What follows belongs to an exercise in optimizing a design on an open flow for small area, a short achievable clock period and few clock cycles; a production flow would make more cautious choices. Only simulation tests tie the RTL to the original design; equivalence was not proved.

## flow/config.mk

```make
export PLATFORM = sky130hd
export DESIGN_NAME = stroke_dab_interpolator_top
export DESIGN_NICKNAME = stroke_dab_interpolator_top
export VERILOG_FILES = /design/flow/design.v
export SDC_FILE = /design/flow/constraint.sdc
export NUM_CORES = 4
export LEC_CHECK = 0
export CAP_MARGIN = 20
export CORE_MARGIN = 2
export CORE_UTILIZATION = 40
export SLEW_MARGIN = 20
```

## flow/constraint.sdc

```tcl
create_clock -name core_clock -period 15.0 [get_ports {clk_i}]
set_input_delay 3.0000 -clock core_clock [delete_from_list [all_inputs] [get_ports {clk_i}]]
set_output_delay 3.0000 -clock core_clock [all_outputs]
set_load 0.01 [all_outputs]
```

## flow/design.v

```verilog
package sdi_pkg;
  localparam int POS_W  = 24;
  localparam int PRS_W  = 17;
  localparam int SIZE_W = 14;
  localparam int ADDR_W = 3;
  localparam int DATA_W = 32;
  localparam logic [PRS_W-1:0]  P_ONE      = 17'h10000;
  localparam logic [SIZE_W-1:0] SIZE_RESET = 14'd160;
  localparam logic              REG_SIZE   = 1'b0;
endpackage
import sdi_pkg::*;
module sdi_cfg
(
  input  logic              clk_i,
  input  logic              rst_ni,
  input  logic              psel,
  input  logic              penable,
  input  logic              pwrite,
  input  logic [ADDR_W-1:0] paddr,
  input  logic [DATA_W-1:0] pwdata,
  output logic [DATA_W-1:0] prdata,
  output logic              pready,
  output logic [SIZE_W-1:0] brush_size_o,
  output logic              wr_o
);
  logic [SIZE_W-1:0] size_q;
  logic              wr_en;
  assign pready = 1'b1;
  assign wr_en  = psel && penable && pwrite && (paddr[2] == REG_SIZE);
  assign wr_o   = wr_en;
  always_ff @(posedge clk_i or negedge rst_ni) begin
    if (!rst_ni) begin
      size_q <= SIZE_RESET;
    end else if (wr_en) begin
      size_q <= pwdata[SIZE_W-1:0];
    end
  end
  assign prdata       = (paddr[2] == REG_SIZE) ? DATA_W'(size_q) : '0;
  assign brush_size_o = size_q;
endmodule
module sdi_log #(
  parameter int W = 19
) (
  input  logic [W-1:0] x_i,
  output logic [12:0]  l_o
);
  logic [4:0]   e;
  logic [W+6:0] xs;
  logic [6:0]   m;
  logic [7:0]   t;
  always_comb begin
    e = '0;
    for (int i = 0; i < W; i++) begin
      if (x_i[i]) e = 5'(i);
    end
  end
  assign xs = {x_i, 7'b0} << (5'(W - 1) - e);
  assign m  = xs[W+5 -: 7];
  always_comb begin
    unique case (m)
      7'd0: t = 8'd0;
      7'd1: t = 8'd2;
      7'd2: t = 8'd5;
      7'd3: t = 8'd8;
      7'd4: t = 8'd11;
      7'd5: t = 8'd14;
      7'd6: t = 8'd16;
      7'd7: t = 8'd19;
      7'd8: t = 8'd22;
      7'd9: t = 8'd25;
      7'd10: t = 8'd27;
      7'd11: t = 8'd30;
      7'd12: t = 8'd33;
      7'd13: t = 8'd35;
      7'd14: t = 8'd38;
      7'd15: t = 8'd40;
      7'd16: t = 8'd43;
      7'd17: t = 8'd46;
      7'd18: t = 8'd48;
      7'd19: t = 8'd51;
      7'd20: t = 8'd53;
      7'd21: t = 8'd56;
      7'd22: t = 8'd58;
      7'd23: t = 8'd61;
      7'd24: t = 8'd63;
      7'd25: t = 8'd65;
      7'd26: t = 8'd68;
      7'd27: t = 8'd70;
      7'd28: t = 8'd73;
      7'd29: t = 8'd75;
      7'd30: t = 8'd77;
      7'd31: t = 8'd80;
      7'd32: t = 8'd82;
      7'd33: t = 8'd84;
      7'd34: t = 8'd87;
      7'd35: t = 8'd89;
      7'd36: t = 8'd91;
      7'd37: t = 8'd93;
      7'd38: t = 8'd96;
      7'd39: t = 8'd98;
      7'd40: t = 8'd100;
      7'd41: t = 8'd102;
      7'd42: t = 8'd104;
      7'd43: t = 8'd106;
      7'd44: t = 8'd109;
      7'd45: t = 8'd111;
      7'd46: t = 8'd113;
      7'd47: t = 8'd115;
      7'd48: t = 8'd117;
      7'd49: t = 8'd119;
      7'd50: t = 8'd121;
      7'd51: t = 8'd123;
      7'd52: t = 8'd125;
      7'd53: t = 8'd127;
      7'd54: t = 8'd129;
      7'd55: t = 8'd132;
      7'd56: t = 8'd134;
      7'd57: t = 8'd136;
      7'd58: t = 8'd138;
      7'd59: t = 8'd140;
      7'd60: t = 8'd141;
      7'd61: t = 8'd143;
      7'd62: t = 8'd145;
      7'd63: t = 8'd147;
      7'd64: t = 8'd149;
      7'd65: t = 8'd151;
      7'd66: t = 8'd153;
      7'd67: t = 8'd155;
      7'd68: t = 8'd157;
      7'd69: t = 8'd159;
      7'd70: t = 8'd161;
      7'd71: t = 8'd162;
      7'd72: t = 8'd164;
      7'd73: t = 8'd166;
      7'd74: t = 8'd168;
      7'd75: t = 8'd170;
      7'd76: t = 8'd172;
      7'd77: t = 8'd173;
      7'd78: t = 8'd175;
      7'd79: t = 8'd177;
      7'd80: t = 8'd179;
      7'd81: t = 8'd181;
      7'd82: t = 8'd182;
      7'd83: t = 8'd184;
      7'd84: t = 8'd186;
      7'd85: t = 8'd188;
      7'd86: t = 8'd189;
      7'd87: t = 8'd191;
      7'd88: t = 8'd193;
      7'd89: t = 8'd194;
      7'd90: t = 8'd196;
      7'd91: t = 8'd198;
      7'd92: t = 8'd200;
      7'd93: t = 8'd201;
      7'd94: t = 8'd203;
      7'd95: t = 8'd205;
      7'd96: t = 8'd206;
      7'd97: t = 8'd208;
      7'd98: t = 8'd209;
      7'd99: t = 8'd211;
      7'd100: t = 8'd213;
      7'd101: t = 8'd214;
      7'd102: t = 8'd216;
      7'd103: t = 8'd218;
      7'd104: t = 8'd219;
      7'd105: t = 8'd221;
      7'd106: t = 8'd222;
      7'd107: t = 8'd224;
      7'd108: t = 8'd225;
      7'd109: t = 8'd227;
      7'd110: t = 8'd229;
      7'd111: t = 8'd230;
      7'd112: t = 8'd232;
      7'd113: t = 8'd233;
      7'd114: t = 8'd235;
      7'd115: t = 8'd236;
      7'd116: t = 8'd238;
      7'd117: t = 8'd239;
      7'd118: t = 8'd241;
      7'd119: t = 8'd242;
      7'd120: t = 8'd244;
      7'd121: t = 8'd245;
      7'd122: t = 8'd247;
      7'd123: t = 8'd248;
      7'd124: t = 8'd250;
      7'd125: t = 8'd251;
      7'd126: t = 8'd253;
      7'd127: t = 8'd254;
      default: t = 8'd0;
    endcase
  end
  assign l_o = {e, t};
endmodule
module sdi_gtab (
  input  logic [6:0] i_i,
  output logic [7:0] g_o
);
  always_comb begin
    unique case (i_i)
      7'd0: g_o = 8'd252;
      7'd1: g_o = 8'd244;
      7'd2: g_o = 8'd237;
      7'd3: g_o = 8'd229;
      7'd4: g_o = 8'd222;
      7'd5: g_o = 8'd215;
      7'd6: g_o = 8'd208;
      7'd7: g_o = 8'd201;
      7'd8: g_o = 8'd194;
      7'd9: g_o = 8'd188;
      7'd10: g_o = 8'd181;
      7'd11: g_o = 8'd175;
      7'd12: g_o = 8'd169;
      7'd13: g_o = 8'd164;
      7'd14: g_o = 8'd158;
      7'd15: g_o = 8'd152;
      7'd16: g_o = 8'd147;
      7'd17: g_o = 8'd142;
      7'd18: g_o = 8'd137;
      7'd19: g_o = 8'd132;
      7'd20: g_o = 8'd127;
      7'd21: g_o = 8'd123;
      7'd22: g_o = 8'd118;
      7'd23: g_o = 8'd114;
      7'd24: g_o = 8'd110;
      7'd25: g_o = 8'd106;
      7'd26: g_o = 8'd102;
      7'd27: g_o = 8'd98;
      7'd28: g_o = 8'd94;
      7'd29: g_o = 8'd91;
      7'd30: g_o = 8'd87;
      7'd31: g_o = 8'd84;
      7'd32: g_o = 8'd81;
      7'd33: g_o = 8'd78;
      7'd34: g_o = 8'd75;
      7'd35: g_o = 8'd72;
      7'd36: g_o = 8'd69;
      7'd37: g_o = 8'd66;
      7'd38: g_o = 8'd64;
      7'd39: g_o = 8'd61;
      7'd40: g_o = 8'd59;
      7'd41: g_o = 8'd57;
      7'd42: g_o = 8'd54;
      7'd43: g_o = 8'd52;
      7'd44: g_o = 8'd50;
      7'd45: g_o = 8'd48;
      7'd46: g_o = 8'd46;
      7'd47: g_o = 8'd44;
      7'd48: g_o = 8'd43;
      7'd49: g_o = 8'd41;
      7'd50: g_o = 8'd39;
      7'd51: g_o = 8'd38;
      7'd52: g_o = 8'd36;
      7'd53: g_o = 8'd35;
      7'd54: g_o = 8'd33;
      7'd55: g_o = 8'd32;
      7'd56: g_o = 8'd31;
      7'd57: g_o = 8'd29;
      7'd58: g_o = 8'd28;
      7'd59: g_o = 8'd27;
      7'd60: g_o = 8'd26;
      7'd61: g_o = 8'd25;
      7'd62: g_o = 8'd24;
      7'd63: g_o = 8'd23;
      7'd64: g_o = 8'd22;
      7'd65: g_o = 8'd21;
      7'd66: g_o = 8'd20;
      7'd67: g_o = 8'd19;
      7'd68: g_o = 8'd19;
      7'd69: g_o = 8'd18;
      7'd70: g_o = 8'd17;
      7'd71: g_o = 8'd16;
      7'd72: g_o = 8'd16;
      7'd73: g_o = 8'd15;
      7'd74: g_o = 8'd14;
      7'd75: g_o = 8'd14;
      7'd76: g_o = 8'd13;
      7'd77: g_o = 8'd13;
      7'd78: g_o = 8'd12;
      7'd79: g_o = 8'd12;
      7'd80: g_o = 8'd11;
      7'd81: g_o = 8'd11;
      7'd82: g_o = 8'd10;
      7'd83: g_o = 8'd10;
      7'd84: g_o = 8'd9;
      7'd85: g_o = 8'd9;
      7'd86: g_o = 8'd9;
      7'd87: g_o = 8'd8;
      7'd88: g_o = 8'd8;
      7'd89: g_o = 8'd8;
      7'd90: g_o = 8'd7;
      7'd91: g_o = 8'd7;
      7'd92: g_o = 8'd7;
      7'd93: g_o = 8'd6;
      7'd94: g_o = 8'd6;
      7'd95: g_o = 8'd6;
      7'd96: g_o = 8'd6;
      7'd97: g_o = 8'd5;
      7'd98: g_o = 8'd5;
      7'd99: g_o = 8'd5;
      7'd100: g_o = 8'd5;
      7'd101: g_o = 8'd5;
      7'd102: g_o = 8'd4;
      7'd103: g_o = 8'd4;
      7'd104: g_o = 8'd4;
      7'd105: g_o = 8'd4;
      7'd106: g_o = 8'd4;
      7'd107: g_o = 8'd3;
      7'd108: g_o = 8'd3;
      7'd109: g_o = 8'd3;
      7'd110: g_o = 8'd3;
      7'd111: g_o = 8'd3;
      7'd112: g_o = 8'd3;
      7'd113: g_o = 8'd3;
      7'd114: g_o = 8'd3;
      7'd115: g_o = 8'd2;
      7'd116: g_o = 8'd2;
      7'd117: g_o = 8'd2;
      7'd118: g_o = 8'd2;
      7'd119: g_o = 8'd2;
      7'd120: g_o = 8'd2;
      7'd121: g_o = 8'd2;
      7'd122: g_o = 8'd2;
      7'd123: g_o = 8'd2;
      7'd124: g_o = 8'd2;
      7'd125: g_o = 8'd2;
      7'd126: g_o = 8'd2;
      7'd127: g_o = 8'd1;
      default: g_o = 8'd0;
    endcase
  end
endmodule
import sdi_pkg::*;
module sdi_mul
(
  input  logic [SIZE_W-1:0] size_i,
  input  logic [PRS_W-1:0]  p_i,
  output logic [SIZE_W-1:0] r_o
);
  logic [31:0] prod;
  assign prod = 32'(size_i) * 32'(p_i) + 32'd32768;
  assign r_o  = prod[16 +: SIZE_W];
endmodule
import sdi_pkg::*;
module stroke_dab_interpolator_top
#(
  parameter int MAX_DABS = 16
) (
  input  logic                     clk_i,
  input  logic                     rst_ni,
  input  logic                     psel,
  input  logic                     penable,
  input  logic                     pwrite,
  input  logic [ADDR_W-1:0]        paddr,
  input  logic [DATA_W-1:0]        pwdata,
  output logic [DATA_W-1:0]        prdata,
  output logic                     pready,
  input  logic                     in_valid_i,
  output logic                     in_ready_o,
  input  logic                     has_previous_i,
  input  logic signed [POS_W-1:0]  start_x_i,
  input  logic signed [POS_W-1:0]  start_y_i,
  input  logic [PRS_W-1:0]         start_pressure_i,
  input  logic signed [POS_W-1:0]  end_x_i,
  input  logic signed [POS_W-1:0]  end_y_i,
  input  logic [PRS_W-1:0]         end_pressure_i,
  output logic                     out_valid_o,
  input  logic                     out_ready_i,
  output logic signed [POS_W-1:0]  dab_x_o,
  output logic signed [POS_W-1:0]  dab_y_o,
  output logic [PRS_W-1:0]         dab_pressure_o,
  output logic [SIZE_W-1:0]        dab_radius_o,
  output logic                     last_o
);
  localparam logic [2:0] ST_IDLE = 3'd0;
  localparam logic [2:0] ST_S1   = 3'd1;
  localparam logic [2:0] ST_S2   = 3'd2;
  localparam logic [2:0] ST_DONE = 3'd3;
  localparam logic [2:0] ST_SR   = 3'd4;
  localparam logic [2:0] ST_SC   = 3'd5;
  localparam logic [2:0] ST_SW   = 3'd6;
  localparam logic [1:0] N1  = 2'd0;
  localparam logic [1:0] N8  = 2'd1;
  localparam logic [1:0] N16 = 2'd2;
  logic [SIZE_W-1:0] size;
  logic              wr;
  sdi_cfg u_cfg (
    .clk_i        (clk_i),
    .rst_ni       (rst_ni),
    .psel         (psel),
    .penable      (penable),
    .pwrite       (pwrite),
    .paddr        (paddr),
    .pwdata       (pwdata),
    .prdata       (prdata),
    .pready       (pready),
    .brush_size_o (size),
    .wr_o         (wr)
  );
  logic [PRS_W-1:0] sp_sat, ep_sat, sps_c, minp_c;
  logic [PRS_W:0]   dp_c;
  logic [POS_W:0]   dx_c, dy_c;
  logic [POS_W:0]   ndx_c, ndy_c;
  logic [POS_W-1:0] ax_c, ay_c;
  assign sp_sat = (start_pressure_i > P_ONE) ? P_ONE : start_pressure_i;
  assign ep_sat = (end_pressure_i > P_ONE) ? P_ONE : end_pressure_i;
  assign sps_c  = has_previous_i ? sp_sat : ep_sat;
  assign dp_c   = {1'b0, ep_sat} - {1'b0, sps_c};
  assign minp_c = dp_c[PRS_W] ? ep_sat : sps_c;
  assign dx_c   = {end_x_i[POS_W-1], end_x_i} - {start_x_i[POS_W-1], start_x_i};
  assign dy_c   = {end_y_i[POS_W-1], end_y_i} - {start_y_i[POS_W-1], start_y_i};
  assign ndx_c  = -dx_c;
  assign ndy_c  = -dy_c;
  assign ax_c   = dx_c[POS_W] ? ndx_c[POS_W-1:0] : dx_c[POS_W-1:0];
  assign ay_c   = dy_c[POS_W] ? ndy_c[POS_W-1:0] : dy_c[POS_W-1:0];
  logic             hp1;
  logic             big1;
  logic [18:0]      u1, v1;
  logic [PRS_W-1:0] minp1, sps1;
  logic [PRS_W:0]   dp1;
  always_ff @(posedge clk_i) begin
    hp1   <= has_previous_i;
    big1  <= (|ax_c[POS_W-1:19]) | (|ay_c[POS_W-1:19]);
    u1    <= ax_c[18:0];
    v1    <= ay_c[18:0];
    minp1 <= minp_c;
    sps1  <= sps_c;
    dp1   <= dp_c;
  end
  logic [12:0] lu, lv, lm, ls;
  logic [12:0] lu2, lv2;
  logic [13:0] lr2;
  logic        uz2, vz2;
  sdi_log #(.W(19))     u_lu (.x_i(u1),    .l_o(lu));
  sdi_log #(.W(19))     u_lv (.x_i(v1),    .l_o(lv));
  sdi_log #(.W(PRS_W))  u_lm (.x_i(minp1), .l_o(lm));
  sdi_log #(.W(SIZE_W)) u_ls (.x_i(size),  .l_o(ls));
  always_ff @(posedge clk_i) begin
    lu2 <= lu;
    lv2 <= lv;
    lr2 <= 14'(lm) + 14'(ls);
    uz2 <= (u1 == '0);
    vz2 <= (v1 == '0);
  end
  logic signed [13:0] ld;
  logic [12:0]        lmax, lad;
  logic [7:0]         gt, gv;
  logic signed [16:0] ee, f16, f8;
  logic               c16_t, c16_f, c8_t, c8_f;
  assign ld   = 14'(lu2) - 14'(lv2);
  assign lmax = ld[13] ? lv2 : lu2;
  assign lad  = ld[13] ? 13'(-ld) : ld[12:0];
  sdi_gtab u_gt (.i_i(lad[9:3]), .g_o(gt));
  assign gv    = (uz2 || vz2 || (|lad[12:10])) ? 8'd0 : gt;
  assign ee    = 17'({lmax, 1'b0}) + 17'(gv) - 17'({lr2, 1'b0});
  assign f16   = ee + 17'sd5632;
  assign f8    = ee + 17'sd6144;
  assign c16_t = (f16 >= 17'sd25);
  assign c16_f = (f16 <= -17'sd17);
  assign c8_t  = (f8 >= 17'sd25);
  assign c8_f  = (f8 <= -17'sd17);
  logic [2:0]         st_q;
  logic [1:0]         n_q;
  logic signed [34:0] h_q;
  logic [29:0]        r_q;
  logic [4:0]         j_q;
  logic [1:0]         sub_q;
  logic               sticky_q;
  logic               k_q;       
  logic [31:0]        a_full, b_full;
  logic               opbit;
  logic [34:0]        opval;
  logic               opsub;
  logic [34:0]        opa, opb, hsum;
  logic signed [34:0] hsum_s;
  logic signed [34:0] hnext;
  logic               c_exact;
  assign a_full = k_q ? {1'b0, u1, 12'b0} : {2'b0, u1, 11'b0};
  assign b_full = k_q ? {1'b0, v1, 12'b0} : {2'b0, v1, 11'b0};
  always_comb begin
    opbit = 1'b0;
    opval = '0;
    opsub = 1'b0;
    if (st_q == ST_SR) begin
      opbit = size[j_q[3:0]];
      opval = 35'(minp1);
    end else begin
      unique case (sub_q)
        2'd0: begin
          opbit = (j_q < 5'd30) ? r_q[j_q] : 1'b0;
          opval = 35'(r_q);
        end
        2'd1: begin
          opbit = a_full[j_q];
          opval = 35'(a_full);
          opsub = 1'b1;
        end
        default: begin
          opbit = b_full[j_q];
          opval = 35'(b_full);
          opsub = 1'b1;
        end
      endcase
    end
  end
  assign opa     = (st_q == ST_SR) ? {h_q[33:0], 1'b0} : h_q;
  assign opb     = opbit ? (opsub ? ~opval : opval) : (opsub ? '1 : '0);
  assign hsum    = opa + opb + 35'(opsub);
  assign hsum_s  = hsum;
  assign hnext   = hsum_s >>> 1;
  assign c_exact = hnext[34] || ((hnext == '0) && !(sticky_q || hsum[0]));
  logic                ov_q, last_q;
  logic [3:0]          cnt_q;
  logic [27:0]         ax_q, ay_q;
  logic [25:0]         dxs_q, dys_q;
  logic [20:0]         ap_q;
  logic [18:0]         dps_q;
  logic [SIZE_W-1:0]   rad_q;
  logic                done, lsel, accept, take, step;
  logic                n1, n8, n16;
  logic [20:0]         pa, pb, psum;
  logic [SIZE_W-1:0]   rad_n;
  logic [27:0]         xsum, ysum;
  assign done = (st_q == ST_DONE);
  assign lsel = done && (!ov_q || last_q);
  assign in_ready_o = done && (!ov_q || (last_q && out_ready_i));
  assign accept = in_valid_i && in_ready_o;
  assign take   = ov_q && out_ready_i;
  assign step   = take && !last_q;
  assign n1     = (n_q == N1);
  assign n8     = (n_q == N8);
  assign n16    = (n_q == N16);
  always_comb begin
    if (lsel) begin
      pa = {sps1, n1 ? 4'b0000 : 4'b1000};
      if (n16)     pb = {{3{dp1[PRS_W]}}, dp1};
      else if (n8) pb = {{2{dp1[PRS_W]}}, dp1, 1'b0};
      else         pb = {dp1[16:0], 4'b0000};
    end else begin
      pa = ap_q;
      pb = {{2{dps_q[18]}}, dps_q};
    end
  end
  assign psum = pa + pb;
  sdi_mul u_mul (
    .size_i (size),
    .p_i    (psum[20:4]),
    .r_o    (rad_n)
  );
  assign xsum = ax_q + {{2{dxs_q[25]}}, dxs_q};
  assign ysum = ay_q + {{2{dys_q[25]}}, dys_q};
  always_ff @(posedge clk_i) begin
    if (accept) begin
      ax_q  <= n1 ? {end_x_i, 4'b0000} : {start_x_i, 4'b1000};
      ay_q  <= n1 ? {end_y_i, 4'b0000} : {start_y_i, 4'b1000};
      dxs_q <= n16 ? {dx_c[POS_W], dx_c} : (n8 ? {dx_c, 1'b0} : '0);
      dys_q <= n16 ? {dy_c[POS_W], dy_c} : (n8 ? {dy_c, 1'b0} : '0);
      dps_q <= n16 ? {dp1[PRS_W], dp1} : (n8 ? {dp1, 1'b0} : '0);
      ap_q  <= psum;
      rad_q <= rad_n;
      cnt_q <= n16 ? 4'd15 : (n8 ? 4'd7 : 4'd0);
      last_q <= n1;
    end else if (step) begin
      ax_q  <= xsum;
      ay_q  <= ysum;
      ap_q  <= psum;
      rad_q <= rad_n;
      cnt_q <= cnt_q - 4'd1;
      last_q <= (cnt_q == 4'd1);
    end
  end
  always_ff @(posedge clk_i or negedge rst_ni) begin
    if (!rst_ni) begin
      ov_q <= 1'b0;
    end else if (accept) begin
      ov_q <= 1'b1;
    end else if (take && last_q) begin
      ov_q <= 1'b0;
    end
  end
  always_ff @(posedge clk_i or negedge rst_ni) begin
    if (!rst_ni) begin
      st_q <= ST_IDLE;
    end else if (!in_valid_i || accept || wr) begin
      st_q <= ST_IDLE;
    end else begin
      unique case (st_q)
        ST_IDLE: st_q <= ST_S1;
        ST_S1: begin
          if (!hp1 || big1 || (u1 == '0 && v1 == '0) || size == '0 || minp1 == '0) begin
            st_q <= ST_DONE;
          end else begin
            st_q <= ST_S2;
          end
        end
        ST_S2: begin
          if (c16_t || c16_f && c8_t || c8_f) st_q <= ST_DONE;
          else                                st_q <= ST_SR;
        end
        ST_SR:   if (j_q == 5'd0) st_q <= ST_SC;
        ST_SC:   st_q <= ST_SW;
        ST_SW:   if (sub_q == 2'd2 && j_q == 5'd31) st_q <= ST_DONE;
        default: ;
      endcase
    end
  end
  always_ff @(posedge clk_i) begin
    unique case (st_q)
      ST_S1: begin
        if (!hp1 || (!big1 && u1 == '0 && v1 == '0)) n_q <= N1;
        else                                          n_q <= N16;
      end
      ST_S2: begin
        if (c16_t)              n_q <= N16;
        else if (c16_f && c8_t) n_q <= N8;
        else                    n_q <= N1;
        k_q   <= !c16_t && c16_f;
        h_q   <= '0;
        j_q   <= 5'd13;
      end
      ST_SR: begin
        h_q <= hsum;
        j_q <= j_q - 5'd1;
      end
      ST_SC: begin
        r_q      <= h_q[29:0];
        h_q      <= '0;
        j_q      <= 5'd0;
        sub_q    <= 2'd0;
        sticky_q <= 1'b0;
      end
      ST_SW: begin
        if (sub_q == 2'd2) begin
          h_q      <= hnext;
          sticky_q <= sticky_q || hsum[0];
          j_q      <= j_q + 5'd1;
          sub_q    <= 2'd0;
          if (j_q == 5'd31) begin
            n_q <= k_q ? (c_exact ? N8 : N1) : (c_exact ? N16 : N8);
          end
        end else begin
          h_q   <= hsum;
          sub_q <= sub_q + 2'd1;
        end
      end
      default: ;
    endcase
  end
  assign out_valid_o    = ov_q;
  assign dab_x_o        = xsum[27:4];
  assign dab_y_o        = ysum[27:4];
  assign dab_pressure_o = ap_q[20:4];
  assign dab_radius_o   = rad_q;
  assign last_o         = last_q;
endmodule
```

## flow/run.sh

```bash
#!/bin/bash
# synth_recipe.tcl (not shown) runs the flow's synth.tcl, then flattens the netlist and writes it again
# the make line also repeats each setting of config.mk as NAME=value (left out here)
make -C /OpenROAD-flow-scripts/flow DESIGN_CONFIG=/design/flow/config.mk WORK_HOME=/design/flow/orfs CLKGATE_MAP_FILE= SYNTH_SCRIPT=/design/flow/synth_recipe.tcl finish
```

==> summary.txt <==
cell families after synthesis:
group / count (synthesis)
other cells: 2
xor+xnor: 239
mux: 235
compound gates: 1533
flops: 395
fa+ha+maj: 594
simple gates: 1819
buf+inv: 857
routing by layer:
layer  GRT usage  share of wire
met4     0.05177          0.021
met5           0       0.000056
met2      0.3915           0.47
met1      0.3260           0.46
met3     0.02693          0.054
registers in the layout, summed over array words and instances (netlist names), 13 cells and up:
register	cells
dps_q	19
sps1	17
dxs_q	26
ay_q	28
ap_q	21
minp1	17
dp1	18
r_q	30
u1	19
h_q	35
dys_q	26
u_cfg.size_q	14
lv2	13
lu2	13
rad_q	14
lr2	14
v1	19
ax_q	28
critical path: cells and delay by family (launching register included):
family,cells,cell delay [ps]
AO/OA/AOI/OAI,18,4420
adder cells (fa/ha/maj),9,4220
buffers and inverters,8,1590
XOR/XNOR,2,1090
AND/OR/NAND/NOR,7,980
flip-flops,1,400
synth_stat cells, types with 19 or more instances:
cell,number
buf_4,85
a22oi_1,20
a211oi_1,62
nor2_1,398
o21a_1,71
a31oi_1,38
dfxtp_1,134
buf_1,32
mux4_2,43
o21bai_1,26
nor4_1,40
nor2b_1,64
o21ai_0,361
or3_1,20
nand2_1,765
o22ai_1,49
mux2_2,53
a31o_2,26
a21oi_1,353
o211ai_1,67
o41ai_1,19
a22o_1,77
clkbuf_1,271
mux2i_1,139
o31ai_1,35
xnor2_1,156
nand3_1,110
edfxtp_1,243
fa_1,195
xor2_1,82
ha_1,399
nand4_1,20
nand2b_1,60
inv_1,459
and2_1,125
a21o_1,73
a21boi_0,19
and3_1,28
a311oi_1,24
nor3_1,110
through the flow:
step | setup WS [ps] | std cells | utilization
floorplan | 3556 | 5691 | -
CTS | 1572 | 7257 | 0.4454
finish | 1988 | 7259 | 0.4458
global placement | 1770 | 7163 | 0.4313
global route | 1127 | 7259 | 0.4458
detailed placement | 1680 | 7163 | 0.4313
path summary, 6_finish.rpt:
check                       start               to  depth (start not counted)  slack [ps]
setup / recovery           n_q[0]        rad_q[13]                         44        1990
hold / removal             h_q[7]           r_q[7]                          0         460
setup reg to reg           n_q[0]        rad_q[13]                         44        1990
hold reg to reg            h_q[7]           r_q[7]                          0         460
max in group asynchronous  rst_ni  u_cfg.size_q[7]                          2       11970
min in group asynchronous  rst_ni  u_cfg.size_q[0]                          2        2740
final cells by class:
class                           instances  area [sq um]
Clock buffer                           68          1401
Fill cell                           11480         64150
Sequential cell                       395         10430
Multi-Input combinational cell       4439         32670
Inverter                              465          1748
Timing Repair Buffer                  342          3201
Clock inverter                         26         230.2
Tap cell                             1524          1907
==> impl_metrics.yaml <==
run_status:
  status: "complete, no violations"
cells_and_area:
  areaGrowthSynthToFinish_pct: 11.07
  layout_common_cells: "nand2_1 (763), inv_1 (458), nor2_1 (398)"
  final_common_cell: "nand2_1"
  drive_gt1_frac: 0.06103
  diodes: 0
  final_nets: 6460
  fin_area_sq_mm: 0.05159
sta:
  fin_crit_sh: 0.8675
  setup-violations-final: 0
  slew_violations: 0
  hold_viol_final: 0
  max_freq_ghz: 0.07685
  fin_hold_ws_ps: 459.6
  worst_pin_slew_ps: 1102
  fin_skew_ps: 34.82
  fin_tns_setup_ps: 0
  relSlewSlack: 0.2553
  rsz0062_at_grt: "false"
  min_period_ps: 13010
grt:
  grt_pass1_vias: 40189
  track_usage: 0.2347
  grt_max_degree: 72
  grt_pass1_wl_um: 226200
  grt.overflow.total: 0
  grt_antenna_before_repair: 2
cts:
  cts_buffers: 50
  htreeDepth: 2
  post_cts.repair.setup_buffers: 0
  clk_pin_slew_ps: 70
  cts_tree: "built"
  insertion_delay_ps: 630
  cts_resized: 0
  clock_sinks: 395
  cts_hold_buf: 0
  root_buffer: "clkbuf_16"
  clockBufferDepth: 3
die:
  core_sq_mm: 0.1157
  initial_core_util: 0.4014
  rows: 125
  die_area_sq_mm: 0.1189
  dieHeight_um: 344.8
  pin_count: 288
  die_w_um: 344.8
setup_path:
  critPathMaxFanout: 42
  cp_data_arrival_time_ps: 13350
  end_kind: "register"
  required_ps: 15340
  worst_path_largest_cell_delay_ps: 720
  start_kind: "register"
  slowest_stage: "xnor2_1"
  critPathKind: "register to register"
  cp_common_cell: "fa_1"
yosys:
  ys.flop_type: "edfxtp_1"
  ys_seq_area_frac: 0.2246
  synth_mux_area_frac: 0.06365
  synth_area_leaders: "edfxtp_1 (16%), ha_1 (11%), fa_1 (8.4%)"
  ys_ff_latch: 395
  synth_warnings: 6
  ys_async_sr_fraction: 0.04557
  ys_types: 95
  synth_fa_ha_area_frac: 0.1915
  synthXorXnorAreaFrac: 0.04536
  synth_compound_area_frac: 0.2196
  synth_top_family_by_area: "compound AO/OA/AOI/OAI gates"
  synth-edff-count: 243
  synth_cells: 5674
  synth_top_area_share: 0.1571
  synth_top_cell_by_area: "edfxtp_1"
  syn_area_sq_mm: 0.04645
  synthSimpleGateAreaFrac: 0.1789
  syn_area_per_cell_sq_um: 8.187
placed_design:
  gp_congestion: 0.9404
  dp_hpwl_um: 106700
  place_area_sq_mm: 0.04992
  portBuffers: 248
drt:
  drc_errors: 0
  num_vias: 41828
  detail_route.wl_per_cell_um: 19.58
  wirelength_um: 142100
  drt_iter0_markers: 3768
  ant_nets: 0
  firstDrtPassIters: 6
  viasPerCell: 5.762
job:
  cap_violations: 0
hold_path:
  hold_path.class: "register to register"
Testbench counts, summed over its fixed seeds: cycles 4,997.

separate check: timing with driven ports:
No port has a modelled driver above. Below, the same layout with a new extraction and two added sets of constraints. Step 1 sets driving cells, clkbuf_16 on the clock port and buf_2 on the other inputs (assumed; they add their load-dependent delay and slew). Step 2 times the ports against the registers' clock, not the clock port: input delays grow and output delays shrink by t, the midpoint of the rising clock arrivals with the driver on. Slacks: ideal ports / drivers / drivers and shift; pairs: ideal ports / drivers.
shift t [ns]: 0.686
slack for setup (ns): 1.988 / 1.988 / 1.988
hold slack, ns: 0.460 / 0.460 / 0.460
latest minus earliest clock arrival (ns): 0.037 / 0.037
After both steps setup and hold are still met in this run. For this run, drivers alone change the setup slack by 0.000 ns; drivers and shift together by 0.000 ns.
